Source: an optimization exercise on an open RTL-to-GDS flow (aim: small area, a short achievable clock period and few clock cycles per item). Production flows keep margins and buffers that such runs may drop.
The RTL was checked by simulation tests, not by an equivalence proof against the original design.
Power is estimated from default activity; no workload was simulated.

## event_timed_task_dispatch_table_core
module event_timed_task_dispatch_table_core (
    input  wire logic        clk,
    input  wire logic        rst_n,
    input  wire logic        req_valid,
    output logic             req_ready,
    input  wire logic [1:0]  req_action,
    input  wire logic [7:0]  req_task_id,
    input  wire logic [7:0]  req_trigger_mask,
    input  wire logic        req_use_delay,
    input  wire logic [31:0] req_delay_ticks,
    input  wire logic [7:0]  req_handler_tag,
    input  wire logic [31:0] req_now_ticks,
    input  wire logic [7:0]  req_event_mask,
    output logic             rsp_valid,
    input  wire logic        rsp_ready,
    output logic [2:0]       rsp_status,
    output logic [3:0]       rsp_slot_index,
    output logic [7:0]       rsp_matched_id,
    output logic [7:0]       rsp_matched_handler,
    output logic             rsp_last_result,
    input  wire logic        cfg_we,
    input  wire logic [30:0] cfg_wdata
);
make LEC_CHECK=0 ABC_CLOCK_PERIOD_IN_PS=3500 CAP_MARGIN=20 CORE_MARGIN=2 CORE_UTILIZATION=55 CTS_CLUSTER_DIAMETER=141 CTS_CLUSTER_SIZE=20 SETUP_SLACK_MARGIN=5.0 SLEW_MARGIN=20 finish   # period 8.5 ns
run.sh (not shown) runs the stock make flow with config.mk's settings and CLKGATE_MAP_FILE= SYNTH_SCRIPT=/design/flow/synth_recipe.tcl, a recipe that flattens the netlist after the stock synthesis.
Testbench counts at the start, summed over its fixed seeds: cycles 7,989, items 3,200.
Rerun with:
==> flow/flow/run.sh (new file) <==
#!/bin/bash
set -euo pipefail
sed 's/SETUP_SLACK_MARGIN=5\.0 /SETUP_SLACK_MARGIN=5.5 /' standard.sh > standard_margin.sh
grep -q 'SETUP_SLACK_MARGIN=5.5 ' standard_margin.sh
bash standard_margin.sh > standard_flow.log 2>&1
==> flow/standard.sh (new file) <==
#!/bin/bash
# synth_recipe.tcl (not shown) runs the flow's synth.tcl, then flattens the netlist and writes it again
# the make line also repeats each setting of config.mk as NAME=value (left out here)
make -C /OpenROAD-flow-scripts/flow DESIGN_CONFIG=/design/flow/config.mk WORK_HOME=/design/flow/orfs CLKGATE_MAP_FILE= SYNTH_SCRIPT=/design/flow/synth_recipe.tcl "${@:-finish}"
Settings changed: ABC_AREA set to 1, ABC_CLOCK_PERIOD_IN_PS 3500 to unset.
removed: flow/run.sh
The changed run produced a clean layout. Register-to-register slack gets better by 540 ps. Non-clock buffer count falls by 3. Area after synthesis rises by 3.7%. Die area rises by 3.6%.
Rerun with:
==> flow/run.sh (new file) <==
#!/bin/bash
# synth_recipe.tcl (not shown) runs the flow's synth.tcl, then flattens the netlist and writes it again
# the make line also repeats each setting of config.mk as NAME=value (left out here)
make -C /OpenROAD-flow-scripts/flow DESIGN_CONFIG=/design/flow/config.mk WORK_HOME=/design/flow/orfs CLKGATE_MAP_FILE= SYNTH_SCRIPT=/design/flow/synth_recipe.tcl finish
Settings changed: CORE_UTILIZATION 55 to 70, PLACE_DENSITY set to 0.78.
removed: flow/flow/run.sh
removed: flow/standard.sh
=> The changed run produced a clean layout; total power fell by about 3%; non-clock buffer count went down by 109; via count is higher by about 1.5%; worst hold slack gains 43 ps; utilization rose by 14 points; final area goes down by about 3.2%; global-route usage climbs by 6.0 points; sequential share of layout area increases by 1.8 points; clock skew is about the same; critical path depth rose by 15.
Rerun with:
Settings changed: CORE_UTILIZATION 70 to 55, PLACE_DENSITY 0.78 to unset.
Clock power went down slightly. Register-to-register slack stays flat. Area after synthesis is unchanged. First-iteration DRC count went down by roughly a tenth. Hold slack got worse by 39 ps. Critical path depth went down by 10. Sequential power went down slightly.
Rerun with:
==> flow/flow/run.sh (new file) <==
#!/bin/bash
set -euo pipefail
sed 's/SETUP_SLACK_MARGIN=5\.0 /SETUP_SLACK_MARGIN=5.25 /' standard.sh > standard_margin.sh
grep -q 'SETUP_SLACK_MARGIN=5.25 ' standard_margin.sh
bash standard_margin.sh > standard_flow.log 2>&1
==> flow/standard.sh (new file) <==
#!/bin/bash
# synth_recipe.tcl (not shown) runs the flow's synth.tcl, then flattens the netlist and writes it again
# the make line also repeats each setting of config.mk as NAME=value (left out here)
make -C /OpenROAD-flow-scripts/flow DESIGN_CONFIG=/design/flow/config.mk WORK_HOME=/design/flow/orfs CLKGATE_MAP_FILE= SYNTH_SCRIPT=/design/flow/synth_recipe.tcl "${@:-finish}"
removed: flow/run.sh
Result:
- The changed run passed the timing, DRC and antenna checks
- first-iteration DRC count is lower by 2.2%
- non-clock buffer count grows by 35
- routed wire length hardly moves
- synthesized area does not change
- global-route usage is about the same
- design area went up by about 0.8%
- clock power went up by about 1%
- fmax goes up by 7.2%
- die area does not change

========
== build 97 ==
event_timed_task_dispatch_table_core, a different RTL version from the one above (not shown whole).
Size: roughly 160 I/O pins, roughly 0.054 mm² of cells after synthesis.
export LEC_CHECK = 0
export ABC_CLOCK_PERIOD_IN_PS = 2500
export CAP_MARGIN = 20
export CORE_MARGIN = 2
export CORE_UTILIZATION = 55
export CTS_CLUSTER_DIAMETER = 141
export CTS_CLUSTER_SIZE = 20
export SETUP_SLACK_MARGIN = 5.0
export SLEW_MARGIN = 20
create_clock -name core_clock -period 8.5 [get_ports {clk}]
Stock flow here: none of the scripts above is used.
Testbench counts of build 97, summed over its fixed seeds: cycles 7,989, items 3,200.
> inputs changed (build 97 -> build 50)
Settings: CTS_CLUSTER_DIAMETER no longer set, was 141; CTS_CLUSTER_SIZE no longer set, was 20; ABC_CLOCK_PERIOD_IN_PS now 3500, was 2500; CORE_UTILIZATION now 40, was 55; SETUP_SLACK_MARGIN now 4.6, was 5.0.
--- outcome ---
Of the two values seen for power group with the highest consumption, combinational cells was produced by build 97 and registers by build 50.
For number of multi-input logic gates, build 50 and build 97 come out practically identical.
[compare] base=build 97 new=build 50: data required time at the worst endpoint rose by 0.17 ns, routed length per instance fell by 11%, number of antenna cells inserted fell by 1, part of the cycle the worst path needs rose by 2.1 points.
Against build 97, post-route met1 wirelength in build 50 fell slightly.
In build 50 relative to build 97, total detailed-routing wirelength had gone down by a few percent.
Modified inputs, build 41 compared to build 50
Settings: a change of CORE_UTILIZATION from 40 to 55; an added CTS_CLUSTER_SIZE of 20; an added CTS_CLUSTER_DIAMETER of 141.
[summary]
Delay of the slowest cell on the worst path, build 41 and build 50: smaller value in build 41. Diff build 50..build 41 | routed metal-1 wire length | negligible. Number of clock buffer instances in the layout down about 40% in build 41 wrt build 50. Inverter count of the layout excluding clock inverters (lower): build 41. Build 41 ends up with higher number of antenna violations at the first check in global routing than build 50 does. In the tables for build 41 and build 50, count of cell instances traversed by the critical path reads higher with build 41. The standard cells in build 41 occupy less silicon area than those in build 50 do.
> inputs changed (build 41 -> build 61)
Settings: SETUP_SLACK_MARGIN changed from 4.6 to 5.0; CORE_UTILIZATION changed from 55 to 40.
Build 61 finished every stage and its layout cleared the timing, DRC and antenna checks. Build 41 did not stop at any stage, and its layout met the timing, DRC and antenna checks. Of build 41 and build 61, the run reporting the higher final area was build 61. Between build 61 and build 41, the number of placed I/O pins does not differ in any meaningful way. Where power is concerned, build 41 is better than build 61. Build 41 has lower maximum clock frequency than build 61.
#### Input delta (build 37 over build 61)
Settings: putting TNS_END_PERCENT at 15 where nothing was set; swapping 40 for 55 in CORE_UTILIZATION; swapping 3500 for 2500 in ABC_CLOCK_PERIOD_IN_PS.
- Group drawing the most power = registers: build 37; group drawing the most power = combinational cells: build 61
- Build 61 → build 37: share of post-route cells with drive strength above 1 went down; final cell count went down; total stage count of the critical path went down; worst hold slack did not really move.
- In the reports for build 61 and build 37, the larger design area belongs to build 61.
- Delta(clock-buffer cell count, build 37 - build 61) < 0
> inputs changed (build 37 -> build 92)
Settings: a change of CORE_UTILIZATION from 55 to 40; a deleted TNS_END_PERCENT that had been 15; a change of ABC_CLOCK_PERIOD_IN_PS from 2500 to 3500; a change of SETUP_SLACK_MARGIN from 5.0 to 4.6.
Findings:
Re share of cells above drive strength 1: build 92 is 2.1 points down on build 37.
Diff build 37 -> build 92: number of clock buffer instances in the layout went up by 18, die area went up by 0.037 mm², fmax went down by about 2.4%, final design utilization went down by 17 points, final critical delay including setup and external delays went up by 0.095 ns.
From build 37 to build 92 the numbers moved as follows: highest net fanout along the worst path now larger, worst setup slack after layout now smaller, total power now smaller.

-- afterwards: timing with drivers on the ports --
The flow's constraints put no driver on any port. The routed layouts listed below were extracted and timed again, unchanged, in two steps. Step 1 sets driving cells, clkbuf_16 on the clock port and buf_2 on the other inputs (assumed; they add their load-dependent delay and slew). Step 2, shift: input delay + t, output delay - t, t = (earliest + latest rising clock arrival at the registers) / 2. This alone moves slack from input paths to output paths. a / b / c = ideal / step 1 / step 2; a / b = the first two.
| run | shift t [ns] | slack for setup (ns) | slew at the worst register clock pin (ns) | worst slew at a driven data input, ns |
|---|---|---|---|---|
| the first run of note 1 | 0.730 | 4.952 / 4.952 / 4.270 | 0.09 / 0.09 | 0.16 |
| the second run of note 1 | 0.736 | 5.330 / 5.250 / 4.697 | 0.10 / 0.10 | 0.08 |
| the third run of note 1 | 0.712 | 5.076 / 5.011 / 4.416 | 0.09 / 0.09 | 0.09 |
| the fourth run of note 1 | 0.728 | 5.075 / 5.094 / 4.397 | 0.09 / 0.09 | 0.08 |
| the fifth run of note 1 | 0.745 | 5.307 / 5.230 / 4.636 | 0.10 / 0.10 | 0.08 |
| build 97 | 0.732 | 4.840 / 4.840 / 4.214 | 0.09 / 0.09 | 0.11 |
| build 50 | 0.827 | 4.661 / 4.661 / 3.902 | 0.07 / 0.07 | 0.08 |
| build 41 | 0.737 | 4.634 / 4.602 / 4.038 | 0.09 / 0.09 | 0.14 |
| build 61 | 0.734 | 4.863 / 4.863 / 4.166 | 0.09 / 0.09 | 0.08 |
| build 37 | 0.733 | 4.722 / 4.722 / 4.129 | 0.10 / 0.10 | 0.13 |
| build 92 | 0.756 | 4.627 / 4.618 / 3.925 | 0.10 / 0.10 | 0.09 |
After both steps every run listed still meets setup and hold. The setup slack of build 50, which loses most, moves by 0.000 ns with the drivers and by -0.759 ns with both steps.
